What follows belongs to an exercise in optimizing a design on an open flow for small area and a short achievable clock period; a production flow would make more cautious choices.
Where RTL was checked, it was by simulation tests only, not by an equivalence proof against the original.
No functional check of the RTL was part of run 1.
Power and IR drop assume default switching activity.

`flow/design.v`:
```
package rv32i_pkg;
    localparam int xlen = 32;
    typedef logic [xlen-1:0] word_t;
    typedef logic [4:0]      reg_idx_t;
    localparam logic [6:0] opc_op     = 7'b0110011;
    localparam logic [6:0] opc_op_imm = 7'b0010011;
    localparam logic [6:0] opc_lui    = 7'b0110111;
    typedef struct packed {
        logic sub;     
        logic add;     
        logic slt;     
        logic uns;     
        logic sll;     
        logic srl;     
        logic sra;     
        logic lxor;
        logic lor;
        logic land;
    } alu_ctl_t;
endpackage
`timescale 1ns/1ps
module reg_file (
    input  logic                clk,
    input  logic                rst_n,
    input  rv32i_pkg::reg_idx_t rs1,
    input  rv32i_pkg::reg_idx_t rs2,
    output rv32i_pkg::word_t    rs1_data,
    output rv32i_pkg::word_t    rs2_data,
    input  logic                wr_en,       
    input  rv32i_pkg::reg_idx_t wr_rd,
    input  rv32i_pkg::word_t    wr_data
);
    rv32i_pkg::word_t regs [1:31];
    rv32i_pkg::word_t wdata;
    logic [31:1]      we;
    assign wdata = rst_n ? wr_data : '0;
    genvar i;
    generate
        for (i = 1; i < 32; i++) begin : g_reg
            assign we[i] = wr_en && (wr_rd == i);
            always_ff @(posedge clk) begin
                if (!rst_n || we[i]) regs[i] <= wdata;
            end
        end
    endgenerate
    function automatic rv32i_pkg::word_t read_port(rv32i_pkg::reg_idx_t idx);
        rv32i_pkg::word_t acc;
        acc = '0;
        for (int k = 1; k < 32; k++) begin
            acc = acc | ({32{idx == k}} & regs[k]);
        end
        if (wr_en && wr_rd == idx) acc = wr_data;
        read_port = acc;
    endfunction
    assign rs1_data = read_port(rs1);
    assign rs2_data = read_port(rs2);
endmodule
`timescale 1ns/1ps
module decode_stage (
    input  logic                clk,
    input  logic                rst_n,
    input  logic                instr_valid,
    input  rv32i_pkg::word_t    instr,
    output rv32i_pkg::reg_idx_t rs1,
    output rv32i_pkg::reg_idx_t rs2,
    input  rv32i_pkg::word_t    rs1_data,
    input  rv32i_pkg::word_t    rs2_data,
    output logic                id_ex_valid,
    output rv32i_pkg::reg_idx_t id_ex_rd,
    output rv32i_pkg::word_t    id_ex_a,
    output rv32i_pkg::word_t    id_ex_b,
    output logic                id_ex_fwd_a,
    output logic                id_ex_fwd_b,
    output rv32i_pkg::alu_ctl_t id_ex_ctl
);
    logic [6:0] opcode;
    logic [2:0] f3;
    logic [4:0] rd;
    logic       is_op, is_imm, is_lui;
    rv32i_pkg::alu_ctl_t ctl;
    rv32i_pkg::word_t    imm, a_d, b_d;
    assign opcode = instr[6:0];
    assign f3     = instr[14:12];
    assign rd     = instr[11:7];
    assign rs1    = instr[19:15];
    assign rs2    = instr[24:20];
    assign is_op  = opcode == rv32i_pkg::opc_op;
    assign is_imm = opcode == rv32i_pkg::opc_op_imm;
    assign is_lui = opcode == rv32i_pkg::opc_lui;
    always_comb begin
        ctl = '0;
        if (is_lui) begin
            ctl.add = 1'b1;
        end else begin
            ctl.sub  = (f3 == 3'b000 && is_op && instr[30]) || f3 == 3'b010 || f3 == 3'b011;
            ctl.add  = f3 == 3'b000;
            ctl.slt  = f3 == 3'b010 || f3 == 3'b011;
            ctl.uns  = f3 == 3'b011;
            ctl.sll  = f3 == 3'b001;
            ctl.srl  = f3 == 3'b101;
            ctl.sra  = instr[30];
            ctl.lxor = f3 == 3'b100;
            ctl.lor  = f3 == 3'b110;
            ctl.land = f3 == 3'b111;
        end
    end
    assign imm = is_lui ? {instr[31:12], 12'b0} : {{20{instr[31]}}, instr[31:20]};
    assign a_d = is_lui ? '0 : rs1_data;
    assign b_d = (is_op ? rs2_data : imm) ^ {32{ctl.sub}};
    always_ff @(posedge clk) begin
        if (!rst_n) begin
            id_ex_valid <= 1'b0;
        end else begin
            id_ex_valid <= instr_valid && (is_op || is_imm || is_lui) && rd != '0;
        end
    end
    always_ff @(posedge clk) begin
        id_ex_rd    <= rd;
        id_ex_a     <= a_d;
        id_ex_b     <= b_d;
        id_ex_fwd_a <= id_ex_valid && id_ex_rd == rs1 && !is_lui;
        id_ex_fwd_b <= id_ex_valid && id_ex_rd == rs2 && is_op;
        id_ex_ctl   <= ctl;
    end
endmodule
`timescale 1ns/1ps
module execute_stage (
    input  logic                clk,
    input  logic                rst_n,
    input  logic                id_ex_valid,
    input  rv32i_pkg::reg_idx_t id_ex_rd,
    input  rv32i_pkg::word_t    id_ex_a,
    input  rv32i_pkg::word_t    id_ex_b,
    input  logic                id_ex_fwd_a,
    input  logic                id_ex_fwd_b,
    input  rv32i_pkg::alu_ctl_t id_ex_ctl,
    output logic                wb_valid,
    output rv32i_pkg::reg_idx_t wb_rd,
    output rv32i_pkg::word_t    wb_data
);
    rv32i_pkg::alu_ctl_t c;
    rv32i_pkg::word_t    a, b, sum, res;
    logic [4:0]          sh;
    logic                b31, lt;
    rv32i_pkg::word_t    sll_r, sr_r;
    assign c = id_ex_ctl;
    assign a = id_ex_fwd_a ? wb_data : id_ex_a;
    assign b = id_ex_fwd_b ? (wb_data ^ {32{c.sub}}) : id_ex_b;
    assign sum = a + b + {31'b0, c.sub};
    assign b31 = ~b[31];
    assign lt  = (a[31] != b31) ? (c.uns ? b31 : a[31]) : sum[31];
    assign sh    = b[4:0];
    assign sll_r = a << sh;
    assign sr_r  = rv32i_pkg::word_t'($signed({c.sra & a[31], a}) >>> sh);
    assign res = ({32{c.add}}  & sum)
               | ({32{c.slt}}  & {31'b0, lt})
               | ({32{c.sll}}  & sll_r)
               | ({32{c.srl}}  & sr_r)
               | ({32{c.lxor}} & (a ^ b))
               | ({32{c.lor}}  & (a | b))
               | ({32{c.land}} & (a & b));
    always_ff @(posedge clk) begin
        if (!rst_n) begin
            wb_valid <= 1'b0;
        end else begin
            wb_valid <= id_ex_valid;
        end
    end
    always_ff @(posedge clk) begin
        wb_rd   <= id_ex_rd;
        wb_data <= res;
    end
endmodule
`timescale 1ns/1ps
module rv32i_core (
    input  logic                clk,
    input  logic                rst_n,
    input  logic                instr_valid,
    input  rv32i_pkg::word_t    instr,
    output logic                wb_valid,
    output rv32i_pkg::reg_idx_t wb_rd,
    output rv32i_pkg::word_t    wb_data
);
    rv32i_pkg::reg_idx_t rs1_idx, rs2_idx;
    rv32i_pkg::word_t    rs1_data, rs2_data;
    logic                id_ex_valid;
    rv32i_pkg::reg_idx_t id_ex_rd;
    rv32i_pkg::word_t    id_ex_a, id_ex_b;
    logic                id_ex_fwd_a, id_ex_fwd_b;
    rv32i_pkg::alu_ctl_t id_ex_ctl;
    reg_file u_reg_file (
        .clk      (clk),
        .rst_n    (rst_n),
        .rs1      (rs1_idx),
        .rs2      (rs2_idx),
        .rs1_data (rs1_data),
        .rs2_data (rs2_data),
        .wr_en    (wb_valid),
        .wr_rd    (wb_rd),
        .wr_data  (wb_data)
    );
    decode_stage u_decode_stage (
        .clk         (clk),
        .rst_n       (rst_n),
        .instr_valid (instr_valid),
        .instr       (instr),
        .rs1         (rs1_idx),
        .rs2         (rs2_idx),
        .rs1_data    (rs1_data),
        .rs2_data    (rs2_data),
        .id_ex_valid (id_ex_valid),
        .id_ex_rd    (id_ex_rd),
        .id_ex_a     (id_ex_a),
        .id_ex_b     (id_ex_b),
        .id_ex_fwd_a (id_ex_fwd_a),
        .id_ex_fwd_b (id_ex_fwd_b),
        .id_ex_ctl   (id_ex_ctl)
    );
    execute_stage u_execute_stage (
        .clk         (clk),
        .rst_n       (rst_n),
        .id_ex_valid (id_ex_valid),
        .id_ex_rd    (id_ex_rd),
        .id_ex_a     (id_ex_a),
        .id_ex_b     (id_ex_b),
        .id_ex_fwd_a (id_ex_fwd_a),
        .id_ex_fwd_b (id_ex_fwd_b),
        .id_ex_ctl   (id_ex_ctl),
        .wb_valid    (wb_valid),
        .wb_rd       (wb_rd),
        .wb_data     (wb_data)
    );
endmodule
```
`flow/run.sh`:
```
#!/bin/bash
# synth_recipe.tcl (not shown) runs the flow's synth.tcl, then flattens the netlist and writes it again
# the make line also repeats each setting of config.mk as NAME=value (left out here)
make -C /OpenROAD-flow-scripts/flow DESIGN_CONFIG=/design/flow/config.mk WORK_HOME=/design/flow/orfs CLKGATE_MAP_FILE= SYNTH_SCRIPT=/design/flow/synth_recipe.tcl finish
```
`flow/config.mk`:
```
export PLATFORM = sky130hd
export DESIGN_NAME = rv32i_core
export DESIGN_NICKNAME = rv32i_core
export VERILOG_FILES = /design/flow/design.v
export SDC_FILE = /design/flow/constraint.sdc
export NUM_CORES = 4
export LEC_CHECK = 0
export CAP_MARGIN = 20
export CORE_MARGIN = 2
export CORE_UTILIZATION = 40
export SLEW_MARGIN = 20
```
`flow/constraint.sdc`:
```
create_clock -name core_clock -period 5.5 [get_ports {clk}]
set_input_delay 1.1000 -clock core_clock [delete_from_list [all_inputs] [get_ports {clk}]]
set_output_delay 1.1000 -clock core_clock [all_outputs]
set_load 0.01 [all_outputs]
```
==> results.cfg, run 1 <==
[worst_setup_path]
crit_required_ns = 6.17
startpoint = u_decode_stage.id_ex_fwd_a
path_delay_family = compound AO/OA/AOI/OAI gates
r2r_start = u_decode_stage.id_ex_fwd_a
crit_fanout = 24
end_kind = flip-flop
worstReg2RegEnd = u_execute_stage.wb_data[28]
path_cells = buf_4, mux2i_1, inv_1, ha_1, a21oi_1, o21ai_0, a221oi_1, o21ai_0, a21oi_1, a211o_1, nor4_1, or4_1
start_kind = flip-flop
slowest_stage = a221oi_1
crit_buf_inv = 2
reg2reg_setup_slack_ns = 0.83
reg2reg_depth = 12
crit_type = reg -> reg
slowest_delay_ns = 0.66
arrival_ns = 5.34

[clocking]
clock_latency_ns = 0.81
cts_buffers = 115
cts_root_buf = clkbuf_16
htreeDepth = 3
cts-hold-fix-buffers = 0
cts_tree = yes
ctsResizeCount = 0
clk_pin_slew_ns = 0.06
ctsLongestPathBuffers = 3
clock-sinks = 1112
cts_setup_buffers = 0

[finish]
areaGrowthSynthToFinish_pct = 16.42
nNetsFinal = 4508
layout-drive-gt1-share_pct = 13.49
final_cell_mix = 992 x edfxtp_1, 605 x a22oi_1, 243 x nand2_1
layout_commonest_cell = edfxtp_1
fin_cells = 6281

[die]
rows = 133
fp.dieArea_um2 = 135600
fp.coreArea_um2 = 131600
ioPinCount = 73
die_w_um = 368.3
die_h_um = 368.3
start_util_pct = 40.33

[worst_hold_path]
holdPathStages = 0
hold_path_end = u_execute_stage.wb_rd[0]
hold_path.startpoint = u_decode_stage.id_ex_rd[0]
hold_class = reg -> reg

[global_route]
antenna_found_initial = 19
grt_pass1_vias = 44850
grt_pass1_wl_mm = 382.2
overflow = 0
grt_max_degree = 63
grt_usage_pct = 41.08

[logic_synthesis]
synthFlopType = edfxtp_1
synth_edf_count = 992
ys_ff_latch = 1112
syn_inst = 4285
synth_top_family_by_area = compound AO/OA/AOI/OAI gates
synth_simple_gate_area_share_pct = 8.205
syn_area_um2 = 53080
ys_warn_count = 4
synth_xor_area_share_pct = 1.636
synth_fa_ha_area_share_pct = 1.607
ys_seq_area_share_pct = 60.64
synth_async_sr_flop_share_pct = 0
synth-compound-area-share_pct = 21.56
synth.area.mux_share_pct = 3.158
avgSynthCellArea_um2 = 12.39
syn_nets = 4387
synth.distinct_cells = 86

[timing]
tightest_slew_ns = 1.234
hold_viol = 0
fin_ws_ns = 0.8266
rsz0062_at_grt = no
skew_ns = 0.06646
fmax_ghz = 0.2140
fin_tns_setup_ns = 0
fin_crit_sh_pct = 84.97
timing.slew.headroom_pct = 17.71
final_max_slew_viol_count = 0
setup_viol = 0
period_minus_slack_ns = 4.673

[power]
power_density_nw_per_um2 = 386.0
leakage_nw = 22.16
peakVddDrop_v = 0.0002572

[placed_design]
place_inst = 6044
gp_congestion = 1.056
pre_cts_slack_ns = 0.6462
dp_hpwl_mm = 173.8
io_buffers = 72

[route]
drt-pass1-iter-count = 13
routed_wl_mm = 287.8
vias = 48130
vias_per_cell = 7.662
drt-initial-drc-count = 12000
routedWlPerCell_um = 45.82
antenna_left = 0
drcViolationCount = 0

[status]
status = complete, no violations

[job]
drv_cap = 0
synth_stat cells, types with 73 or more instances:
cell	count	share of area, %
o21ai_0	159	1.5
a21oi_1	196	1.8
edfxtp_1	992	56
a22o_1	139	2.3
nand2_1	244	1.7
inv_1	73	0.52
dfxtp_1	120	4.5
nor2_1	156	1.1
a221oi_1	150	2.5
a22oi_1	605	8.6
nor3_1	79	0.74
xnor2_1	75	1.2
clkbuf_1	237	1.7
mux2i_1	115	2.2
nand3_1	147	1.4
sequential cells by signal, summed over array words and instances, names as in the netlist, 5 cells and up:
name	flops
u_decode_stage.id_ex_ctl	10
u_decode_stage.id_ex_b	32
u_decode_stage.id_ex_rd	5
u_execute_stage.wb_rd	5
u_decode_stage.id_ex_a	32
u_reg_file.regs	992
u_execute_stage.wb_data	32
power by group:
| group | internal (mW) | leakage [nW] | total [mW] | switching (mW) |
|---|---|---|---|---|
| clock | 4.67 | 1.89 | 8.19 | 3.52 |
| sequential | 10.6 | 11.2 | 11.6 | 1.07 |
| combinational | 1.22 | 9.08 | 4.04 | 2.82 |
layout make-up:
cell class / count / area, µm²
Fill cell: 11600 / 69830
Sequential cell: 1112 / 32200
Multi-Input combinational cell: 2758 / 19950
Clock buffer: 168 / 3289
Timing Repair Buffer: 335 / 3201
Tap cell: 1755 / 2196
Clock inverter: 50 / 601.8
Inverter: 84 / 317.8
Antenna cell: 19 / 47.55
metrics by stage:
stage	instance area (µm²)	hold WS [ns]	total power, mW	utilization, %
3_3_place_gp	57830	0.3889	15.49	43.93
2_1_floorplan	53080	0.3730	13.26	-
6_report	61800	0.3951	23.85	46.95
5_1_grt	61750	0.4110	24.27	46.92
4_1_cts	61750	0.3937	23.48	46.91
3_5_place_dp	57860	0.3898	15.49	43.96
routing by layer:
metal / share of wire [%] / GRT usage [%] / vias to the layer above
met3: 17 / 18.91 / 1732
met4: 9.4 / 29.29 / 16
met1: 33 / 49.27 / 23090
met5: 0.19 / 2.493 / -
met2: 40 / 57.77 / 5607
li1: - / - / 17680
worst max path at each step:
| stage | to | slack, ns | cells after the start |
|---|---|---|---|
| after global placement | u_decode_stage.id_ex_b[20] | 0.46 | 9 |
| final | u_execute_stage.wb_data[28] | 0.83 | 12 |
| after floorplan | u_execute_stage.wb_data[28] | 1.31 | 16 |
| after CTS | u_execute_stage.wb_data[28] | 0.97 | 12 |
| after detailed placement | u_decode_stage.id_ex_b[23] | 0.65 | 11 |
| after global routing | u_execute_stage.wb_data[29] | 0.72 | 14 |
logic make-up after synthesis:
| group | Yosys count |
|---|---|
| flip-flops | 1112 |
| adder cells (fa/ha/maj) | 67 |
| AND/OR/NAND/NOR | 892 |
| XOR/XNOR | 97 |
| multiplexers | 148 |
| AO/OA/AOI/OAI | 1554 |
| buffers and inverters | 415 |
==> inputs of run 2 (changes only) <==
--- a/flow/design.v
+++ b/flow/design.v
@@ -100,3 +100,3 @@
             ctl.srl  = f3 == 3'b101;
-            ctl.sra  = instr[30];
+            ctl.sra  = f3 == 3'b101 && instr[30];
             ctl.lxor = f3 == 3'b100;
@@ -144,3 +144,5 @@
     logic                b31, lt;
-    rv32i_pkg::word_t    sll_r, sr_r;
+    logic [4:0]          rot_amt;
+    rv32i_pkg::word_t    rot, keep, keep_l, shft_r;
+    logic                fill;
     assign c = id_ex_ctl;
@@ -151,9 +153,25 @@
     assign lt  = (a[31] != b31) ? (c.uns ? b31 : a[31]) : sum[31];
-    assign sh    = b[4:0];
-    assign sll_r = a << sh;
-    assign sr_r  = rv32i_pkg::word_t'($signed({c.sra & a[31], a}) >>> sh);
+    assign sh = b[4:0];
+    assign rot_amt[0] = sh[0];
+    assign rot_amt[1] = sh[1] ^ (c.sll & sh[0]);
+    assign rot_amt[2] = sh[2] ^ (c.sll & |sh[1:0]);
+    assign rot_amt[3] = sh[3] ^ (c.sll & |sh[2:0]);
+    assign rot_amt[4] = sh[4] ^ (c.sll & |sh[3:0]);
+    always_comb begin
+        rot = a;
+        for (int k = 0; k < 5; k++) begin
+            if (rot_amt[k]) rot = (rot >> (1 << k)) | (rot << (32 - (1 << k)));
+        end
+    end
+    always_comb begin
+        for (int j = 0; j < 32; j++) begin
+            keep_l[j] = sh <= 5'(j);
+            keep[j]   = c.sll ? keep_l[j] : keep_l[31 - j];
+        end
+    end
+    assign fill   = c.sra & a[31];
+    assign shft_r = (keep & rot) | (~keep & {32{fill}});
     assign res = ({32{c.add}}  & sum)
                | ({32{c.slt}}  & {31'b0, lt})
-               | ({32{c.sll}}  & sll_r)
-               | ({32{c.srl}}  & sr_r)
+               | ({32{c.sll | c.srl}} & shft_r)
                | ({32{c.lxor}} & (a ^ b))
--- a/flow/config.mk
+++ b/flow/config.mk
@@ -9,3 +9,4 @@
 export CORE_MARGIN = 2
-export CORE_UTILIZATION = 40
+export CORE_UTILIZATION = 33
+export SETUP_SLACK_MARGIN = 2.5
 export SLEW_MARGIN = 20
==> run 2 against run 1 <==
  * First-iteration DRC count up 8.1%
  * Wire length down 0.47%
  * Final cell count up 7.6%
  * Hold slack better by 0.031 ns
  * Non-clock buffer count up 240
  * Sequential share of layout area down 2.9 points
  * Combinational power up 18%
  * Count of clock-buffer cells in the layout down 18
  * Critical path type unchanged
  * Highest routed layer unchanged
==> results.cfg, run 2 <==
[finish]
final_cell_mix = 992 x edfxtp_1, 637 x a22oi_1, 391 x buf_4
final_core_utilization_pct = 41.44
layout_commonest_cell = edfxtp_1
areaGrowthSynthToFinish_pct = 24.85
fin_cells = 6757
multiInputGateArea_um2 = 20820
nNetsFinal = 4669
layout-drive-gt1-share_pct = 22.66
regMostFlops = u_reg_file.regs
register_area_um2 = 32280
fillers = 14530
largest_reg_flops = 992

[timing]
tightest_slew_ns = 1.298
final_max_slew_viol_count = 0
fin_ws_ns = 1.718
fin_tns_setup_ns = 0
fin_crit_sh_pct = 68.76
rsz0062_at_grt = yes
skew_ns = 0.02809
fmax_ghz = 0.2644
timing.slew.headroom_pct = 13.49
period_minus_slack_ns = 3.782
setup_viol = 0
hold_viol = 0

[placed_design]
dp_hpwl_mm = 171.5
place_inst = 6324
gp_congestion = 1.024
io_buffers = 72
pre_cts_slack_ns = 0.2305

[logic_synthesis]
synth_top_family_by_area = compound AO/OA/AOI/OAI gates
synth_xor_area_share_pct = 1.770
synth_commonest_cells = 992 x edfxtp_1, 638 x a22oi_1, 283 x nand2_1
synth.area.mux_share_pct = 3.786
synth_area_leaders = edfxtp_1 57%, a22oi_1 9.1%, dfxtp_1 4.6%
ys_seq_area_share_pct = 61.31
syn_area_um2 = 52510
synth_fa_ha_area_share_pct = 1.601
syn_nets = 4299
synthDominantCellAreaShare_pct = 56.73
ys_ff_latch = 1112
synth.distinct_cells = 79
avgSynthCellArea_um2 = 12.51
syn_inst = 4198
synth_async_sr_flop_share_pct = 0
synthFlopType = edfxtp_1
synth_simple_gate_area_share_pct = 7.863
synth_edf_count = 992
synth_most_common_cell = edfxtp_1
synth.largest_area_cell = edfxtp_1
synth-compound-area-share_pct = 20.60
ys_warn_count = 4

[route]
routed_wl_mm = 286.5
antenna_left = 0
drt-pass1-iter-count = 13
drcViolationCount = 0
vias_per_cell = 7.239
drt-initial-drc-count = 12960
routedWlPerCell_um = 42.39
vias = 48910

[global_route]
grt_pass1_vias = 44980
grt_usage_pct = 33.76
grt_max_degree = 41
grt_pass1_wl_mm = 379.2
overflow = 0
antenna_found_initial = 20

[clocking]
clock_latency_ns = 0.74
cts_tree = yes
ctsLongestPathBuffers = 3
cts_root_buf = clkbuf_16
cts_buffers = 114
clk_pin_slew_ns = 0.06
cts-hold-fix-buffers = 0
htreeDepth = 3
clock-sinks = 1112

[worst_hold_path]
hold_path.startpoint = u_decode_stage.id_ex_rd[4]
hold_path_end = u_execute_stage.wb_rd[4]
hold_class = reg -> reg
holdPathStages = 0

[worst_setup_path]
reg2reg_depth = 16
crit_type = reg -> reg
start_kind = flip-flop
crit_required_ns = 6.02
arrival_ns = 4.31
reg2reg_setup_slack_ns = 1.72
r2r_start = u_decode_stage.id_ex_fwd_a
crit_fanout = 7
end_kind = flip-flop
worstReg2RegEnd = u_execute_stage.wb_data[10]

[power]
p_total_mw = 24.59
peakVddDrop_v = 0.0003347
leakage_nw = 23.66
power_density_nw_per_um2 = 375.1

[die]
fp.coreArea_um2 = 158200
ioPinCount = 73
die_h_um = 402.9
fp.dieArea_um2 = 162300
die_w_um = 402.9
rows = 146
start_util_pct = 33.19

[job]
drv_cap = 0

[status]
status = complete, no violations
[run 2: how the worst max path moves through the flow]
stage	start	endpoint	slack, ns	cells after the start
final	u_decode_stage.id_ex_fwd_a	u_execute_stage.wb_data[10]	1.72	16
after global routing	u_decode_stage.id_ex_ctl[9]	u_execute_stage.wb_data[0]	1.67	17
after CTS	u_decode_stage.id_ex_fwd_a	u_execute_stage.wb_data[18]	1.82	14
after detailed placement	instr[22]	u_decode_stage.id_ex_b[23]	0.23	11
after global placement	instr[22]	u_decode_stage.id_ex_b[23]	0.28	11
after floorplan	u_execute_stage.wb_valid	u_reg_file.regs[15][0]	1.75	4
[run 2: area by class of cell]
cell class | count | share of cell area [%]
diodes | 17 | 0.06489
clock buffers | 150 | 4.714
well taps | 2072 | 3.954
multi-input cells | 2671 | 31.75
clock inverters | 66 | 1.120
inverters | 94 | 0.5687
repair buffers | 575 | 8.590
flip-flops and latches | 1112 | 49.24
[run 2: repair_timing]
action,CTS,global route
setup endpoints to repair,219,81
pin swaps,74,54
setup buffers,156,40
gates resized for setup,293,109
cloned,3,1
[run 2: kinds of logic after synthesis]
group	after synthesis
AOI/OAI and AO/OA	1477
xor gates and xnor gates	101
adders and majority gates	66
buffers and inverters	416
DFF	1112
muxes	158
and+or+nand+nor	868
[run 2: worst max-delay path, stage by stage (launching register included)]
cell	delay, ns
dfxtp_4	0.44
buf_12	0.14
mux2i_4	0.38
fa_2	0.34
buf_6	0.11
inv_2	0.03
fa_2	0.34
a21o_1	0.21
a211oi_2	0.21
o21bai_2	0.13
buf_4	0.15
a21o_1	0.17
a21oi_2	0.16
o21bai_1	0.09
xor2_1	0.15
a21oi_2	0.24
o211ai_1	0.26
[run 2: per-stage QoR]
step | area, µm² | hold WS (ns)
after global routing | 65520 | 0.4276
after floorplan | 52830 | 0.3730
after detailed placement | 58360 | 0.4165
after CTS | 64740 | 0.4143
after global placement | 58300 | 0.4273
final | 65560 | 0.4257
[run 2: where the power goes]
part	switching [mW]	leakage [nW]	internal, mW
combinational	3.08	10.6	1.67
clock	3.47	1.85	4.61
sequential	1.08	11.2	10.7
[run 2: metal layers]
metal	up-vias	global-route usage, %	wire, µm
met5	-	1.487	564
met4	32	21.76	25710
met3	1774	17.10	54050
met2	5816	45.59	110200
met1	23500	42.00	95910
li1	17790	-	-
==> inputs of run 3 (changes only) <==
--- a/flow/config.mk
+++ b/flow/config.mk
@@ -10,2 +10,6 @@
 export CORE_UTILIZATION = 33
+export CTS_BUF_LIST = sky130_fd_sc_hd__clkbuf_8
+export CTS_CLUSTER_DIAMETER = 50
+export CTS_CLUSTER_SIZE = 22
+export PLACE_DENSITY = 0.42
 export SETUP_SLACK_MARGIN = 2.5
==> run 3 against run 2 <==
  * Hold slack improved by 0.038 ns
  * Sequential power about the same
  * Power fell by 4.0%
  * Critical endpoint is now u_execute_stage.wb_data[0]
  * Non-clock buffer count grew 36
  * First-iteration DRC count decreased by 24%
  * Global-route usage grew 3.8 points
==> results.cfg, run 3 <==
[status]
status = complete, no violations

[global_route]
grt_max_degree = 48
antenna_found_initial = 21
overflow = 0
grt_pass1_vias = 44420
grt_usage_pct = 37.60
grt_pass1_wl_mm = 411.5

[placed_design]
dpl-instance-area_um2 = 58410
gp_congestion = 0.9656
place_inst = 6314
io_buffers = 72
dp_hpwl_mm = 191.2

[die]
rows = 146
die_h_um = 402.9
die_w_um = 402.9
ioPinCount = 73
fp.coreArea_um2 = 158200
fp.dieArea_um2 = 162300
start_util_pct = 33.19

[logic_synthesis]
ys_ff_latch = 1112
synth_edf_count = 992
synth_async_sr_flop_share_pct = 0
synth_commonest_cells = 992 x edfxtp_1, 638 x a22oi_1, 283 x nand2_1
avgSynthCellArea_um2 = 12.51
synthFlopType = edfxtp_1
synth_area_leaders = edfxtp_1 57%, a22oi_1 9.1%, dfxtp_1 4.6%
synthDominantCellAreaShare_pct = 56.73
synth.largest_area_cell = edfxtp_1
ys_warn_count = 4
synth_most_common_cell = edfxtp_1
syn_area_um2 = 52510
ys_seq_area_share_pct = 61.31
syn_nets = 4299
synth.distinct_cells = 79
syn_inst = 4198

[worst_setup_path]
reg2reg_setup_slack_ns = 1.86
r2r_start = u_decode_stage.id_ex_fwd_a
reg2reg_depth = 16
arrival_ns = 4.44
end_kind = flip-flop
crit_type = reg -> reg
crit_required_ns = 6.31
crit_fanout = 6
worstReg2RegEnd = u_execute_stage.wb_data[0]
start_kind = flip-flop

[route]
vias = 47310
drt-initial-drc-count = 9806
routedWlPerCell_um = 46.08
antenna_left = 0
vias_per_cell = 6.939
routed_wl_mm = 314.1
drt-pass1-iter-count = 12
drcViolationCount = 0

[timing]
setup_viol = 0
final_max_slew_viol_count = 0
tightest_slew_ns = 1.213
period_minus_slack_ns = 3.637
whs_ns = 0.4636
rsz0062_at_grt = yes
hold_viol = 0
fmax_ghz = 0.2750
skew_ns = 0.05967
fin_crit_sh_pct = 66.12
timing.slew.headroom_pct = 19.15

[finish]
fin_area_um2 = 65270
fin_cells = 6818
layout-drive-gt1-share_pct = 24.62
nNetsFinal = 4727
regMostFlops = u_reg_file.regs
fillers = 14800
areaGrowthSynthToFinish_pct = 24.30
layout_commonest_cell = edfxtp_1
final_cell_mix = 992 x edfxtp_1, 637 x a22oi_1, 416 x buf_4
register_area_um2 = 32310
multiInputGateArea_um2 = 20890
largest_reg_flops = 992

[clocking]
cts_root_buf = clkbuf_8
ctsLongestPathBuffers = 3
clk_pin_slew_ns = 0.06
clock-sinks = 1112
cts_buffers = 137
htreeDepth = 4
clock_latency_ns = 0.98
cts-hold-fix-buffers = 0
cts_tree = yes

[power]
leakage_nw = 23.67
power_density_nw_per_um2 = 361.8
peakVddDrop_v = 0.0002477

[job]
drv_cap = 0

[worst_hold_path]
hold_class = reg -> reg
hold_path_end = u_execute_stage.wb_rd[3]
holdPathStages = 0
hold_path.startpoint = u_decode_stage.id_ex_rd[3]
==> run 3: cell counts after synthesis <==
Identical to the previous run, type by type.
==> run 3: final cells by class <==
cell class / count / share of cell area [%]
Clock buffer: 148 / 3.121
Inverter: 94 / 0.5617
Antenna cell: 6 / 0.02300
Clock inverter: 105 / 1.681
Tap cell: 2072 / 3.972
Multi-Input combinational cell: 2670 / 32.00
Sequential cell: 1112 / 49.50
Timing Repair Buffer: 611 / 9.133
==> run 3: critical path, cell delays in order, from the launching register on <==
cell and delay [ns]:
dfxtp_4 0.38, buf_12 0.14, buf_16 0.12, buf_4 0.13
mux2i_1 0.11, buf_4 0.21, ha_1 0.40, nand4_1 0.22
a2111oi_4 0.25, buf_6 0.19, nor4_4 0.05, o211ai_1 0.31
a41oi_2 0.19, o211ai_1 0.22, buf_4 0.19, a211oi_1 0.07
or3_1 0.31
==> run 3: how the worst max path moves through the flow <==
stage / start / to / slack, ns
after floorplan: u_execute_stage.wb_valid / u_reg_file.regs[15][0] / 1.75
after global placement: instr[21] / u_decode_stage.id_ex_b[21] / -0.12
after detailed placement: instr[21] / u_decode_stage.id_ex_b[21] / -0.01
after CTS: u_decode_stage.id_ex_ctl[9] / u_execute_stage.wb_data[0] / 1.86
after global routing: u_decode_stage.id_ex_ctl[9] / u_execute_stage.wb_data[0] / 1.78
final: u_decode_stage.id_ex_fwd_a / u_execute_stage.wb_data[0] / 1.86
==> run 3: report_power, final <==
| group | switching, mW | internal, mW | total [mW] |
|---|---|---|---|
| sequential | 0.991 | 10.7 | 11.7 |
| clock | 3.85 | 3.07 | 6.92 |
| combinational | 3.24 | 1.79 | 5.03 |
| total | 8.08 | 15.5 | 23.6 |
==> run 3: metrics by stage <==
stage / TNS [ns] / power [mW] / utilization, % / setup WS, ns
after detailed placement: -0.01199 / 15.82 / 36.92 / -0.01199
after global routing: 0 / 24.20 / 41.25 / 1.778
after CTS: 0 / 23.11 / 40.49 / 1.856
after global placement: -0.1215 / 15.89 / 36.89 / -0.1215
final: 0 / 23.61 / 41.26 / 1.863
after floorplan: 0 / 13.45 / - / 1.751
==> run 3: logic make-up (layout without fill, tap and decap cells) <==
family | Yosys count | in the layout | synth area share, %
xor+xnor | 101 | 101 | 1.770
flops | 1112 | 1112 | 61.31
compound gates | 1477 | 1477 | 20.60
mux | 158 | 158 | 3.786
buf+inv | 416 | 958 | 3.076
other cells | 0 | 6 | 0
fa+ha+maj | 66 | 66 | 1.601
simple gates | 868 | 868 | 7.863
==> run 3: metal layers <==
metal  wire length [µm]  vias to the layer above  global-route usage [%]
li1                   -                    17910                       -
met1             117300                    23730                   48.54
met2             132100                     4505                   54.95
met3              41910                     1144                   12.43
met4              22800                       18                   21.92
met5                105                        -                  0.1189
==> run 3: what timing repair did <==
action                     CTS  global route
setup buffers              163            75
resized for setup          316           125
cloned                       5             2
setup endpoints to repair  446            71
pin swaps                   78            61
==> inputs of run 4 (changes only) <==
--- a/flow/design.v
+++ b/flow/design.v
@@ -10,2 +10,3 @@
         logic add;     
+        logic nadd;    
         logic slt;     
@@ -95,3 +96,4 @@
             ctl.sub  = (f3 == 3'b000 && is_op && instr[30]) || f3 == 3'b010 || f3 == 3'b011;
-            ctl.add  = f3 == 3'b000;
+            ctl.add  = f3 == 3'b000 && !(is_op && instr[30]);
+            ctl.nadd = f3 == 3'b000 && is_op && instr[30];
             ctl.slt  = f3 == 3'b010 || f3 == 3'b011;
@@ -107,4 +109,4 @@
     assign imm = is_lui ? {instr[31:12], 12'b0} : {{20{instr[31]}}, instr[31:20]};
-    assign a_d = is_lui ? '0 : rs1_data;
-    assign b_d = (is_op ? rs2_data : imm) ^ {32{ctl.sub}};
+    assign a_d = is_lui ? '0 : (rs1_data ^ {32{ctl.sub}});
+    assign b_d = is_op ? rs2_data : imm;
     always_ff @(posedge clk) begin
@@ -143,3 +145,3 @@
     logic [4:0]          sh;
-    logic                b31, lt;
+    logic                a31, lt;
     logic [4:0]          rot_amt;
@@ -148,7 +150,31 @@
     assign c = id_ex_ctl;
-    assign a = id_ex_fwd_a ? wb_data : id_ex_a;
-    assign b = id_ex_fwd_b ? (wb_data ^ {32{c.sub}}) : id_ex_b;
-    assign sum = a + b + {31'b0, c.sub};
-    assign b31 = ~b[31];
-    assign lt  = (a[31] != b31) ? (c.uns ? b31 : a[31]) : sum[31];
+    assign a = id_ex_fwd_a ? (wb_data ^ {32{c.sub}}) : id_ex_a;
+    assign b = id_ex_fwd_b ? wb_data : id_ex_b;
+    function automatic rv32i_pkg::word_t add_ks(rv32i_pkg::word_t x, rv32i_pkg::word_t y);
+        logic [31:0] g, p, gg, pp, ng, np;
+        g  = x & y;
+        p  = x ^ y;
+        gg = g;
+        pp = p;
+        gg[1] = g[1] | ((p[1] & x[0]) & y[0]);
+        pp[1] = p[1] & p[0];
+        for (int i = 2; i < 32; i++) begin
+            gg[i] = g[i] | (p[i] & g[i-1]);
+            pp[i] = p[i] & p[i-1];
+        end
+        for (int l = 1; l < 5; l++) begin
+            ng = gg;
+            np = pp;
+            for (int i = (1 << l); i < 32; i++) begin
+                ng[i] = gg[i] | (pp[i] & gg[i - (1 << l)]);
+                np[i] = pp[i] & pp[i - (1 << l)];
+            end
+            gg = ng;
+            pp = np;
+        end
+        add_ks = p ^ {gg[30:0], 1'b0};
+    endfunction
+    assign sum = add_ks(a, b);
+    assign a31 = ~a[31];
+    assign lt  = (a31 != b[31]) ? (c.uns ? b[31] : a31) : ~sum[31];
     assign sh = b[4:0];
@@ -174,2 +200,3 @@
     assign res = ({32{c.add}}  & sum)
+               | ({32{c.nadd}} & ~sum)
                | ({32{c.slt}}  & {31'b0, lt})
==> run 4 against run 3 <==
  * Still clean on timing, DRC and antenna
  * Register-to-register slack improved by 0.24 ns
  * Sequential cell count is 1 higher
  * Hold slack got worse by 0.055 ns
  * Critical path type unchanged
  * Largest cell class unchanged
  * Highest routed layer unchanged
==> results.cfg, run 4 <==
[route]
drcViolationCount = 0
drt-pass1-iter-count = 13
routed_wl_mm = 313.1
vias_per_cell = 7.088
antenna_left = 0
routedWlPerCell_um = 47.04
drt-initial-drc-count = 9846
vias = 47180

[timing]
hold_viol = 0
period_minus_slack_ns = 3.396
fmax_ghz = 0.2945
tightest_slew_ns = 1.246
timing.slew.headroom_pct = 16.82
fin_crit_sh_pct = 61.75
skew_ns = 0.08167
final_max_slew_viol_count = 0
fin_tns_setup_ns = 0
rsz0062_at_grt = yes
fin_ws_ns = 2.104
setup_viol = 0
whs_ns = 0.4088

[power]
clkPwrFrac_pct = 30.2
seq_power_share_pct = 48.4
power_frac_comb_pct = 21.4
peakVddDrop_v = 0.0002331
p_int_mw = 15.78
p_sw_mw = 7.799
power_density_nw_per_um2 = 355.5
switching_share_pct = 33.08
p_total_mw = 23.57
leakage_nw = 23.60

[clocking]
clk_pin_slew_ns = 0.09
htreeDepth = 4
clock_latency_ns = 0.95
cts_tree = yes
cts_root_buf = clkbuf_8
cts_buffers = 134
ctsLongestPathBuffers = 3
clock-sinks = 1113

[worst_setup_path]
r2r_start = u_decode_stage.id_ex_fwd_b
crit_required_ns = 6.24
arrival_ns = 4.13
reg2reg_setup_slack_ns = 2.10
start_kind = flip-flop
crit_type = reg -> reg
reg2reg_depth = 16
path_delay_family = compound AO/OA/AOI/OAI gates
worstReg2RegEnd = u_execute_stage.wb_data[0]
path_cells = buf_12, buf_6, mux2i_4, buf_6, ha_4, a211oi_4, o21ai_2, a21oi_4, o21ai_4, a21oi_4, o31ai_4, a211oi_2, buf_4, o21ai_1, o211ai_1, nand3_1
slowest_delay_ns = 0.36
crit_fanout = 5
end_kind = flip-flop
slowest_stage = dfxtp_4
crit_buf_inv = 4

[finish]
nNetsFinal = 4577
layout-drive-gt1-share_pct = 26.83
largest_reg_flops = 992
areaGrowthSynthToFinish_pct = 27.27
regMostFlops = u_reg_file.regs
layout_commonest_cell = edfxtp_1
final_cell_mix = 992 x edfxtp_1, 413 x a22oi_1, 408 x buf_4
final_core_utilization_pct = 42.35
fin_cells = 6656
fin_area_um2 = 66310
fillers = 14390

[worst_hold_path]
hold_path_end = u_execute_stage.wb_rd[1]
hold_path.startpoint = u_decode_stage.id_ex_rd[1]
hold_class = reg -> reg
holdPathStages = 0

[placed_design]
io_buffers = 72
dp_hpwl_mm = 187.4
pre_cts_slack_ns = 0.3088
place_inst = 6131
gp_congestion = 0.9323
dpl-instance-area_um2 = 58250

[die]
ioPinCount = 73
die_h_um = 401.3
start_util_pct = 33.28
fp.coreArea_um2 = 156600
die_w_um = 401.3
fp.dieArea_um2 = 161100
rows = 145

[logic_synthesis]
synth.largest_area_cell = edfxtp_1
ys_seq_area_share_pct = 61.83
ys_ff_latch = 1113
syn_area_um2 = 52100
synth.distinct_cells = 63
synth_async_sr_flop_share_pct = 0
synth_edf_count = 992
synthFlopType = edfxtp_1
synth_commonest_cells = 992 x edfxtp_1, 414 x a22oi_1, 259 x clkbuf_1
avgSynthCellArea_um2 = 12.97
synth_area_leaders = edfxtp_1 57%, a22oi_1 6.0%, dfxtp_1 4.6%
synth_most_common_cell = edfxtp_1
syn_nets = 4115
syn_inst = 4016
synthDominantCellAreaShare_pct = 57.18
ys_warn_count = 4

[status]
status = complete, no violations

[global_route]
grt_max_degree = 40
grt_usage_pct = 37.53
grt_pass1_wl_mm = 409.7
overflow = 0
antenna_found_initial = 27
grt_pass1_vias = 44380

[job]
drv_cap = 0
run 4: cell count changes in the layout (fill, tap and decap cells not counted), sizes merged, moves of 29 or more:
cell	before	now
xor2	22	61
a222oi	64	93
a221oi	140	245
a22o	135	244
buf	538	569
mux2i	125	165
nand2	283	73
nand4	48	133
nor4	51	4
a21oi	185	130
a22oi	638	414
nor2	169	230
o21ai	160	130
run 4: cell families (layout without fill, tap and decap cells):
logic type                 after synthesis  count (layout)  synth area share (%)
xor gates and xnor gates               116             117                 1.993
adders and majority gates               64              64                 1.537
other                                    0               9                     0
muxes                                  196             196                 4.417
DFF                                   1113            1113                 61.83
AOI/OAI and AO/OA                     1383            1383                 20.27
and+or+nand+nor                        722             723                 6.869
buffers and inverters                  422             993                 3.088
run 4: repair_timing:
action | in CTS | in global routing
buffers inserted | 221 | 35
setup endpoints to repair | 486 | 91
hold buffers | 0 | 0
pin swaps | 89 | 56
cloned | 10 | 2
gates resized for setup | 399 | 139
run 4: worst register-to-register path: stages (launching register included):
cell      delay [ns]
dfxtp_4         0.36
buf_12          0.13
buf_6           0.11
mux2i_4         0.32
buf_6           0.16
ha_4            0.21
a211oi_4        0.28
o21ai_2         0.12
a21oi_4         0.27
o21ai_4         0.12
a21oi_4         0.22
o31ai_4         0.10
a211oi_2        0.25
buf_4           0.18
o21ai_1         0.06
o211ai_1        0.21
nand3_1         0.15
run 4: layout make-up:
cell class | count | area, µm² | area share [%]
inverters | 106 | 439.2 | 0.6623
multi-input cells | 2483 | 21010 | 31.69
clock buffers | 143 | 1968 | 2.968
repair inverters | 1 | 16.27 | 0.02453
diodes | 9 | 22.52 | 0.03396
well taps | 2058 | 2575 | 3.883
clock inverters | 104 | 1236 | 1.864
repair buffers | 639 | 6740 | 10.16
flip-flops and latches | 1113 | 32300 | 48.71
run 4: how the worst max path moves through the flow:
stage                                      end                    startpoint  depth (start not counted)
global placement    u_decode_stage.id_ex_b[16]                     instr[21]                         11
global route        u_execute_stage.wb_data[0]  u_decode_stage.id_ex_ctl[10]                         19
detailed placement  u_decode_stage.id_ex_b[16]                     instr[20]                         11
finish              u_execute_stage.wb_data[0]    u_decode_stage.id_ex_fwd_b                         16
floorplan               u_reg_file.regs[15][0]      u_execute_stage.wb_valid                          4
CTS                 u_execute_stage.wb_data[0]    u_decode_stage.id_ex_fwd_b                         16
run 4: routing by layer:
metal	track usage, %	vias up	part of all wire (%)
li1	-	17520	-
met1	46.56	23600	36
met2	56.20	4646	43
met3	11.69	1391	13
met4	24.91	18	8.5
met5	0.1784	-	0.046
run 4: power by group through the flow:
| stage | registers, mW | logic [mW] | clock network (mW) |
|---|---|---|---|
| 2_1_floorplan | 11.1 | 2.15 | 0 |
| 3_3_place_gp | 11.6 | 3.99 | 0 |
| 3_5_place_dp | 11.5 | 3.99 | 0 |
| 4_1_cts | 11.3 | 4.62 | 7.16 |
| 5_1_grt | 11.4 | 5.21 | 7.43 |
| 6_report | 11.4 | 5.05 | 7.12 |
==> inputs of run 5 (changes only) <==
--- a/flow/config.mk
+++ b/flow/config.mk
@@ -14,3 +14,3 @@
 export PLACE_DENSITY = 0.42
-export SETUP_SLACK_MARGIN = 2.5
+export SETUP_SLACK_MARGIN = 2.0
 export SLEW_MARGIN = 20
==> run 5 against run 4 <==
  * Still clean
  * Register-to-register slack got worse by 0.13 ns
  * Clock power barely moved
  * Sequential share of layout area is 1.9 points higher
  * Sequential power hardly changed
  * Critical path depth fell by 6
  * Cell area decreased by 3.9%
  * Clock skew fell by 0.0026 ns
  * Largest power group unchanged
  * Highest routed layer unchanged
==> results.cfg, run 5 <==
[die]
die_h_um = 401.3
die_w_um = 401.3
fp.coreArea_um2 = 156600
ioPinCount = 73
fp.dieArea_um2 = 161100
start_util_pct = 33.28
rows = 145

[worst_setup_path]
slowest_delay_ns = 0.84
slowest_stage = clkdlybuf4s50_1
path_delay_family = simple AND/OR/NAND/NOR gates
arrival_ns = 4.49
crit_required_ns = 6.36
reg2reg_depth = 12
worstReg2RegEnd = u_execute_stage.wb_data[24]
end_kind = flip-flop
reg2reg_setup_slack_ns = 1.97
r2r_start = u_execute_stage.wb_data[0]
cpMostUsedCell = a22o_1
path_cells = clkdlybuf4s50_1, nand2_1, nor2_4, buf_12, a22o_1, a221oi_1, nand4_1, nor3_2, a21oi_1, a22o_1
crit_buf_inv = 2
crit_type = in -> reg
crit_fanout = 18
start_kind = primary input

[timing]
final_max_slew_viol_count = 0
hold_viol = 0
period_minus_slack_ns = 3.631
fin_crit_sh_pct = 66.01
rsz0062_at_grt = yes
setup_viol = 0
fmax_ghz = 0.2754
skew_ns = 0.07910
tightest_slew_ns = 1.241
fin_tns_setup_ns = 0
timing.slew.headroom_pct = 17.27

[logic_synthesis]
avgSynthCellArea_um2 = 12.97
synth_edf_count = 992
synthDominantCellAreaShare_pct = 57.18
synth_most_common_cell = edfxtp_1
syn_area_um2 = 52100
synth_async_sr_flop_share_pct = 0
syn_nets = 4115
synthFlopType = edfxtp_1
synth.distinct_cells = 63
ys_ff_latch = 1113
ys_seq_area_share_pct = 61.83
synth.largest_area_cell = edfxtp_1
synth_commonest_cells = 992 x edfxtp_1, 414 x a22oi_1, 259 x clkbuf_1
ys_warn_count = 4
synth_area_leaders = edfxtp_1 57%, a22oi_1 6.0%, dfxtp_1 4.6%
syn_inst = 4016

[finish]
layout_commonest_cell = edfxtp_1
fin_area_um2 = 63720
layout-drive-gt1-share_pct = 22.16
areaGrowthSynthToFinish_pct = 22.30
nNetsFinal = 4463
largest_reg_flops = 992
final_cell_mix = 992 x edfxtp_1, 413 x a22oi_1, 363 x buf_4
regMostFlops = u_reg_file.regs

[global_route]
overflow = 0
antenna_found_initial = 14
met2_usage_pct = 55.66
grt_usage_pct = 37.20
grt_pass1_vias = 43400
met1_usage_pct = 46.77
busiest_layer = met2
grt_pass1_wl_mm = 404.2
grt_max_degree = 58
grt_util_met3_pct = 10.89

[job]
drv_cap = 0

[worst_hold_path]
hold_class = reg -> reg
hold_path.startpoint = u_decode_stage.id_ex_rd[4]
hold_path_end = u_execute_stage.wb_rd[4]
holdPathStages = 0

[clocking]
clock-sinks = 1113
ctsLongestPathBuffers = 3
clock_latency_ns = 0.97
clk_pin_slew_ns = 0.08
cts_buffers = 137
cts-hold-fix-buffers = 0
cts_root_buf = clkbuf_8
cts_tree = yes
htreeDepth = 4

[placed_design]
dpl-instance-area_um2 = 58130
io_buffers = 72
dp_hpwl_mm = 187.9
gp_congestion = 0.9238

[route]
drcViolationCount = 0
antenna_left = 0
routedWlPerCell_um = 47.60
vias = 46340
vias_per_cell = 7.083
routed_wl_mm = 311.4
drt-pass1-iter-count = 10
drt-initial-drc-count = 10460

[power]
leakage_nw = 22.58
power_density_nw_per_um2 = 362.4
peakVddDrop_v = 0.0002661

[status]
status = complete, no violations
==> run 5: cell counts after synthesis <==
Identical to the previous run, type by type.
==> run 5: what timing repair did <==
| action | 4_1_cts | 5_1_grt |
|---|---|---|
| endpoints found under the setup margin | 73 | 58 |
| pin swaps | 27 | 49 |
| buffers inserted | 67 | 65 |
| endpoints found under the hold margin | 0 | 0 |
| cloned | 0 | 2 |
| gates resized for setup | 107 | 127 |
==> run 5: area by class of cell <==
type                    count  area (µm²)
inverters                 106       420.4
diodes                      8       20.02
well taps                2058        2575
repair buffers            524        5162
clock inverters           111        1308
flip-flops and latches   1113       32230
multi-input cells        2482       20080
fillers                 14600       92850
clock buffers             140        1927
==> run 5: worst max path at each step <==
stage	start	to	slack (ns)	cells after the start
2_1_floorplan	u_execute_stage.wb_valid	u_reg_file.regs[15][0]	1.75	4
3_3_place_gp	instr[17]	u_decode_stage.id_ex_a[11]	0.65	12
3_5_place_dp	instr[22]	u_decode_stage.id_ex_b[16]	0.65	11
4_1_cts	u_decode_stage.id_ex_ctl[10]	u_execute_stage.wb_data[31]	1.87	20
5_1_grt	u_decode_stage.id_ex_ctl[10]	u_execute_stage.wb_data[31]	1.88	17
6_report	instr[23]	u_decode_stage.id_ex_b[5]	1.87	10
==> run 5: kinds of logic after synthesis <==
logic type	Yosys count	synth area share, %
XOR/XNOR	116	1.993
AO/OA/AOI/OAI	1383	20.27
AND/OR/NAND/NOR	722	6.869
buffers and inverters	422	3.088
multiplexers	196	4.417
adder cells (fa/ha/maj)	64	1.537
flip-flops	1113	61.83
==> run 5: through the flow <==
| stage | total power, mW | hold slack (ns) | cells | worst slack, ns | utilization (%) |
|---|---|---|---|---|---|
| after floorplan | 13.15 | 0.3730 | 4016 | 1.751 | - |
| after global placement | 15.59 | 0.4202 | 6145 | 0.6504 | 37.08 |
| after detailed placement | 15.52 | 0.4131 | 6148 | 0.6525 | 37.13 |
| after CTS | 22.67 | 0.4252 | 6466 | 1.875 | 39.90 |
| after global routing | 23.68 | 0.4370 | 6536 | 1.877 | 40.69 |
| final | 23.09 | 0.4199 | 6542 | 1.869 | 40.70 |
==> run 5: layer usage <==
metal  routed length (µm)  vias up  share of wire (%)
li1                     -    17260                  -
met2               132200     4633                 42
met1               113100    23090                 36
met4                26030       12                8.4
met3                40000     1343                 13
met5                  130        -              0.042
==> run 5: where the power goes <==
part	total (mW)	internal (mW)	switching (mW)
clock network	7.11	3.11	4.00
registers	11.4	10.5	0.880
logic	4.62	1.61	3.01
total	23.1	15.2	7.89
==> inputs of run 6 (changes only) <==
==> flow/flow/run.sh (new file) <==
#!/bin/bash
# Standard ORFS layout (the standard.sh, standard synthesis unchanged),
# with clock tree synthesis told not to add dummy loads for balancing.
set -uo pipefail
export CTS_ARGS="-sink_clustering_enable -repair_clock_nets -dont_use_dummy_load -buf_list sky130_fd_sc_hd__clkbuf_8 -sink_clustering_size 22 -sink_clustering_max_diameter 50"
bash standard.sh finish > flow_make.log 2>&1
rc=$?
echo "standard.sh exit $rc" >> flow_make.log
exit $rc
==> flow/standard.sh (new file) <==
#!/bin/bash
# synth_recipe.tcl (not shown) runs the flow's synth.tcl, then flattens the netlist and writes it again
# the make line also repeats each setting of config.mk as NAME=value (left out here)
make -C /OpenROAD-flow-scripts/flow DESIGN_CONFIG=/design/flow/config.mk WORK_HOME=/design/flow/orfs CLKGATE_MAP_FILE= SYNTH_SCRIPT=/design/flow/synth_recipe.tcl "${@:-finish}"
--- a/flow/config.mk
+++ b/flow/config.mk
@@ -14,3 +14,3 @@
 export PLACE_DENSITY = 0.42
-export SETUP_SLACK_MARGIN = 2.0
+export SETUP_SLACK_MARGIN = 2.5
 export SLEW_MARGIN = 20
removed: flow/run.sh
==> run 6 against run 5 <==
  * Critical path depth is 6 higher
  * Wire length hardly changed
  * Sequential cell count unchanged
  * Sequential share of layout area down 0.56 points
  * Non-clock buffer count grew 105
  * Critical path type is now reg -> reg
  * Synthesized cell count did not move
==> results.cfg, run 6 <==
[worst_setup_path]
end_kind = flip-flop
start_kind = flip-flop
crit_path_end = u_execute_stage.wb_data[0]
crit_type = reg -> reg
r2r_start = u_decode_stage.id_ex_fwd_a
crit_required_ns = 6.18
reg2reg_setup_slack_ns = 2.04
crit_fanout = 10
arrival_ns = 4.14
startpoint = u_decode_stage.id_ex_fwd_a
worstReg2RegEnd = u_execute_stage.wb_data[0]
reg2reg_depth = 16

[finish]
fin_cells = 6533
areaGrowthSynthToFinish_pct = 23.92
layout_commonest_cell = edfxtp_1
fillers = 14570
regMostFlops = u_reg_file.regs
largest_reg_flops = 992
nNetsFinal = 4568
register_area_um2 = 32300
final_cell_mix = 992 x edfxtp_1, 413 x a22oi_1, 406 x buf_4
final_core_utilization_pct = 41.24
layout-drive-gt1-share_pct = 24.65
multiInputGateArea_um2 = 20810

[clocking]
clk_pin_slew_ns = 0.09
htreeDepth = 4
clock_latency_ns = 0.93
cts_buffers = 134
clock-sinks = 1113
ctsLongestPathBuffers = 3
cts_root_buf = clkbuf_8
cts_tree = yes
cts-hold-fix-buffers = 0

[logic_synthesis]
synth_area_leaders = edfxtp_1 57%, a22oi_1 6.0%, dfxtp_1 4.6%
synthDominantCellAreaShare_pct = 57.18
ys_ff_latch = 1113
syn_inst = 4016
synth.largest_area_cell = edfxtp_1
synth_commonest_cells = 992 x edfxtp_1, 414 x a22oi_1, 259 x clkbuf_1
ys_seq_area_share_pct = 61.83
syn_nets = 4115
syn_area_um2 = 52100
avgSynthCellArea_um2 = 12.97
synth.distinct_cells = 63
synth_async_sr_flop_share_pct = 0
ys_warn_count = 4
synth_most_common_cell = edfxtp_1
synthFlopType = edfxtp_1
synth_edf_count = 992

[timing]
fin_tns_setup_ns = 0
fin_crit_sh_pct = 62.93
tightest_slew_ns = 1.171
final_max_slew_viol_count = 0
setup_viol = 0
timing.slew.headroom_pct = 21.92
fmax_ghz = 0.2889
hold_viol = 0
period_minus_slack_ns = 3.461
whs_ns = 0.4056
rsz0062_at_grt = yes
skew_ns = 0.1188

[placed_design]
io_buffers = 72
place_inst = 6131
dp_hpwl_mm = 187.4
gp_congestion = 0.9323

[job]
drv_cap = 0

[die]
die_w_um = 401.3
fp.coreArea_um2 = 156600
fp.dieArea_um2 = 161100
rows = 145
die_h_um = 401.3
start_util_pct = 33.28
ioPinCount = 73

[route]
vias = 46700
drt-pass1-iter-count = 13
routedWlPerCell_um = 47.67
antenna_left = 0
routed_wl_mm = 311.4
vias_per_cell = 7.149
drt-initial-drc-count = 9991
drcViolationCount = 0

[status]
status = complete, no violations

[global_route]
grt_usage_pct = 37.37
grt_pass1_vias = 44190
overflow = 0
grt_max_degree = 40
grt_pass1_wl_mm = 407.9
antenna_found_initial = 24

[power]
power_density_nw_per_um2 = 331.8
leakage_nw = 22.82
p_total_mw = 21.42
peakVddDrop_v = 0.0002293

[worst_hold_path]
hold_class = reg -> reg
==> run 6: cell counts after synthesis <==
Identical to the previous run, type by type.
==> run 6: kinds of logic after synthesis <==
logic type	count (synthesis)	share of synthesized area, %
buffers and inverters	422	3.088
muxes	196	4.417
AOI/OAI and AO/OA	1383	20.27
xor gates and xnor gates	116	1.993
DFF	1113	61.83
and+or+nand+nor	722	6.869
adders and majority gates	64	1.537
==> run 6: worst min-delay path by stage <==
stage                                          end  slack, ns  cells past startpoint                       start
final                     u_execute_stage.wb_rd[3]       0.41                      0  u_decode_stage.id_ex_rd[3]
after global routing      u_execute_stage.wb_rd[1]       0.42                      0  u_decode_stage.id_ex_rd[1]
after CTS                 u_execute_stage.wb_rd[3]       0.41                      0  u_decode_stage.id_ex_rd[3]
after detailed placement  u_execute_stage.wb_rd[4]       0.40                      0  u_decode_stage.id_ex_rd[4]
after global placement    u_execute_stage.wb_rd[3]       0.40                      0  u_decode_stage.id_ex_rd[3]
after floorplan           u_execute_stage.wb_rd[0]       0.37                      0  u_decode_stage.id_ex_rd[0]
==> run 6: worst max-delay path: stages (launching register included) <==
cell and delay (ns):
dfxtp_4 0.46, buf_12 0.15, inv_16 0.04, buf_16 0.14, buf_12 0.13, nor2_1 0.18
a21oi_4 0.06, ha_2 0.38, a222oi_1 0.37, nand2_1 0.15, a21oi_4 0.19, o31ai_4 0.10
a211oi_2 0.27, buf_4 0.19, o21ai_1 0.06, o211ai_1 0.24, nand3_1 0.14
==> run 6: final cells by class <==
| class | instances | share of cell area, % |
|---|---|---|
| repair buffers | 629 | 10.17 |
| well taps | 2058 | 3.988 |
| repair inverters | 2 | 0.03876 |
| inverters | 106 | 0.6570 |
| diodes | 8 | 0.03101 |
| multi-input cells | 2483 | 32.23 |
| flip-flops and latches | 1113 | 50.02 |
| clock buffers | 134 | 2.857 |
==> run 6: metal layers <==
layer | GRT usage (%) | vias to the layer above | share of wire (%)
met3 | 11.43 | 1374 | 12
met2 | 56.06 | 4481 | 43
met1 | 46.49 | 23470 | 36
met5 | 0.2081 | - | 0.064
li1 | - | 17360 | -
met4 | 24.55 | 22 | 8.5
==> run 6: through the flow <==
step	cell area, µm²	setup WS [ns]
final	64560	2.039
after global routing	64550	1.929
after CTS	63830	2.031
after detailed placement	58250	0.3088
after global placement	58130	0.2373
after floorplan	52520	1.751
==> run 6: repair_timing <==
item | in CTS | in global routing
gates cloned | 7 | 2
pin swaps | 84 | 47
setup endpoints to repair | 489 | 70
buffers inserted | 220 | 31
endpoints found under the hold margin | 0 | 0
resized for setup | 382 | 103
==> run 6: power breakdown <==
part	switching, mW	leakage, nW	internal (mW)
Combinational	3.10	10.6	1.76
Sequential	0.917	11.2	10.5
Clock	2.99	0.963	2.15
==> inputs of run 7 (changes only) <==
==> flow/flow/run.sh (replaced) <==
#!/bin/bash
# Standard ORFS layout (the standard.sh, standard synthesis unchanged),
# with clock tree synthesis told not to add dummy loads for balancing, and
# plain buffers (instead of delay cells) on the ports.
set -uo pipefail
export CTS_ARGS="-sink_clustering_enable -repair_clock_nets -dont_use_dummy_load -buf_list sky130_fd_sc_hd__clkbuf_8 -sink_clustering_size 22 -sink_clustering_max_diameter 50"
export BUFFER_PORTS_ARGS="-buffer_cell sky130_fd_sc_hd__buf_2"
bash standard.sh finish > flow_make.log 2>&1
rc=$?
echo "standard.sh exit $rc" >> flow_make.log
exit $rc
==> run 7 against run 6 <==
  * Die area unchanged
  * Synthesized cell count is the same
  * Fmax increased by 2.0%
  * Non-clock buffer count down 88
  * Largest cell class unchanged
  * Largest power group unchanged
==> results.cfg, run 7 <==
[logic_synthesis]
ys_seq_area_share_pct = 61.83
synth_edf_count = 992
syn_nets = 4115
avgSynthCellArea_um2 = 12.97
synthDominantCellAreaShare_pct = 57.18
synth.distinct_cells = 63
synth_most_common_cell = edfxtp_1
synth.largest_area_cell = edfxtp_1
ys_ff_latch = 1113
syn_area_um2 = 52100
synthFlopType = edfxtp_1
synth_async_sr_flop_share_pct = 0
ys_warn_count = 4
synth_commonest_cells = 992 x edfxtp_1, 414 x a22oi_1, 259 x clkbuf_1
syn_inst = 4016
synth_area_leaders = edfxtp_1 57%, a22oi_1 6.0%, dfxtp_1 4.6%

[route]
drt-initial-drc-count = 9874
routedWlPerCell_um = 48.39
routed_wl_mm = 311.9
vias_per_cell = 7.208
antenna_left = 0
drcViolationCount = 0
drt-pass1-iter-count = 11
vias = 46450

[global_route]
grt_pass1_vias = 43070
overflow = 0
grt_usage_pct = 37.30
antenna_found_initial = 14
grt_max_degree = 58
grt_pass1_wl_mm = 405.6

[clocking]
cts-hold-fix-buffers = 0
clk_pin_slew_ns = 0.09
ctsLongestPathBuffers = 3
cts_tree = yes
cts_root_buf = clkbuf_8
cts_buffers = 135
clock-sinks = 1113
clock_latency_ns = 0.96
htreeDepth = 4

[worst_setup_path]
slowest_stage = dfxtp_4
arrival_ns = 4.16
start_kind = flip-flop
slowest_delay_ns = 0.50
crit_fanout = 7
crit_required_ns = 6.27
crit_type = reg -> reg
end_kind = flip-flop
cpMostUsedCell = a21oi_2
path_cells = buf_12, buf_6, xnor2_2, nor2_1, a21oi_2, inv_1, ha_4, nor3_4, o211ai_1, and3_4, a221oi_4, o21ai_2, a21oi_2, o311ai_2, xnor2_1, mux2i_1, nand3_1

[timing]
skew_ns = 0.09144
final_max_slew_viol_count = 0
timing.slew.headroom_pct = 15.06
rsz0062_at_grt = yes
fin_tns_setup_ns = 0
hold_viol = 0
setup_viol = 0
period_minus_slack_ns = 3.393
fmax_ghz = 0.2947
tightest_slew_ns = 1.274
whs_ns = 0.3105
fin_crit_sh_pct = 61.69

[finish]
largest_reg_flops = 992
fillers = 14630
regMostFlops = u_reg_file.regs
final_core_utilization_pct = 40.24
multiInputGateArea_um2 = 20930
layout_commonest_cell = edfxtp_1
areaGrowthSynthToFinish_pct = 20.92
final_cell_mix = 992 x edfxtp_1, 413 x a22oi_1, 366 x buf_4
register_area_um2 = 32250
layout-drive-gt1-share_pct = 24.94
nNetsFinal = 4480

[die]
fp.dieArea_um2 = 161100
ioPinCount = 73
start_util_pct = 33.28
die_w_um = 401.3
fp.coreArea_um2 = 156600
rows = 145
die_h_um = 401.3

[power]
peakVddDrop_v = 0.0002673
p_total_mw = 21.55
power_density_nw_per_um2 = 342.1
leakage_nw = 22.11

[placed_design]
dp_hpwl_mm = 183.2
io_buffers = 72
gp_congestion = 0.9546

[status]
status = complete, no violations

[worst_hold_path]
hold_class = in -> reg

[job]
drv_cap = 0
[run 7: cell count changes in the layout (fill, tap and decap cells not counted), moves of 13 or more]
cell | previous run | this run
a21oi_4 | 27 | 14
buf_12 | 119 | 62
buf_2 | 8 | 70
buf_4 | 406 | 366
dfxtp_4 | 21 | 6
dlygate4sd2_1 | 30 | 0
clkdlybuf4s50_1 | 30 | 0
[run 7: final cells by class]
class                      count  share of cell area [%]
clock buffer                 135                   2.949
timing repair inverter         2                 0.02185
multi-input combinational   2482                   33.22
tap                         2058                   4.087
timing repair buffer         541                   7.813
antenna                        8                 0.03178
sequential                  1113                   51.19
inverter                     106                  0.6832
[run 7: metal layers]
metal	part of all wire, %	up-vias	GRT usage (%)
li1	-	17170	-
met1	36	23300	46.95
met2	42	4651	55.18
met3	14	1322	11.92
met4	8.2	10	24.05
met5	0.053	-	0
[run 7: worst paths after layout]
path / startpoint / endpoint / slack [ns] / cells past startpoint
worst min register to register: u_decode_stage.id_ex_rd[3] / u_execute_stage.wb_rd[3] / 0.41 / 0
worst max-delay path: u_decode_stage.id_ex_ctl[10] / u_execute_stage.wb_data[24] / 2.11 / 17
worst max register to register: u_decode_stage.id_ex_ctl[10] / u_execute_stage.wb_data[24] / 2.11 / 17
worst min-delay path: instr[11] / u_decode_stage.id_ex_rd[4] / 0.31 / 1
[run 7: worst max-delay path: cells and delay by family (launching register included)]
kind | cells | cell delay [ns]
and+or+nand+nor | 4 | 0.50
muxes | 1 | 0.21
adders and majority gates | 1 | 0.20
xor gates and xnor gates | 2 | 0.28
buffers and inverters | 3 | 0.36
DFF | 1 | 0.50
AOI/OAI and AO/OA | 6 | 1.16
[run 7: power by group]
group	switching, mW	internal (mW)
combinational	3.09	1.79
sequential	0.977	10.5
clock	3.02	2.17
total	7.09	14.5
[run 7: through the flow]
| step | instance area [µm²] | instances | worst slack (ns) |
|---|---|---|---|
| after floorplan | 52520 | 4016 | 1.751 |
| after global placement | 57200 | 6079 | 0.9319 |
| after detailed placement | 57220 | 6080 | 0.9407 |
| after CTS | 61410 | 6349 | 2.050 |
| after global routing | 62980 | 6438 | 1.939 |
| final | 63000 | 6445 | 2.107 |
[run 7: kinds of logic after synthesis]
family	Yosys count	synth area share, %
AO/OA/AOI/OAI	1383	20.27
flip-flops	1113	61.83
AND/OR/NAND/NOR	722	6.869
buffers and inverters	422	3.088
multiplexers	196	4.417
XOR/XNOR	116	1.993
adder cells (fa/ha/maj)	64	1.537
[run 7: what timing repair did]
item | in CTS | in global routing
buffers inserted | 129 | 83
gates resized for setup | 236 | 175
pin swaps | 91 | 75
endpoints found under the hold margin | 0 | 0
gates cloned | 5 | 3
setup endpoints to repair | 208 | 132

==> what the ideal ports hide <==
Ports are ideal in the flow. The routed layouts listed here were re-timed in OpenROAD. Step 1, drivers: a clkbuf_16 drives clk and a buf_2 each remaining input, both assumed. Step 2 also shifts input and output timing later by t, the mid clock arrival at the registers, as if the neighbouring blocks saw the same clock. Three values: ideal, step 1, step 2; two values: the first two.
| run | t, ns | slack for setup (ns) | latest minus earliest clock arrival (ns) |
|---|---|---|---|
| run 1 | 0.850 | 0.827 / 0.827 / 0.231 | 0.073 / 0.072 |
| run 2 | 0.816 | 1.718 / 1.718 / 1.479 | 0.035 / 0.034 |
| run 3 | 1.025 | 1.863 / 1.863 / 1.418 | 0.060 / 0.060 |
| run 4 | 0.985 | 2.104 / 2.104 / 1.438 | 0.082 / 0.083 |
| run 5 | 1.004 | 1.869 / 1.871 / 0.867 | 0.087 / 0.087 |
| run 6 | 0.963 | 2.039 / 2.039 / 1.524 | 0.119 / 0.119 |
| run 7 | 0.985 | 2.107 / 2.107 / 1.434 | 0.112 / 0.112 |
After both steps setup and hold are still met in every run listed. The setup slack of run 5, which loses most, moves by +0.002 ns with the drivers and by -1.002 ns with both steps.
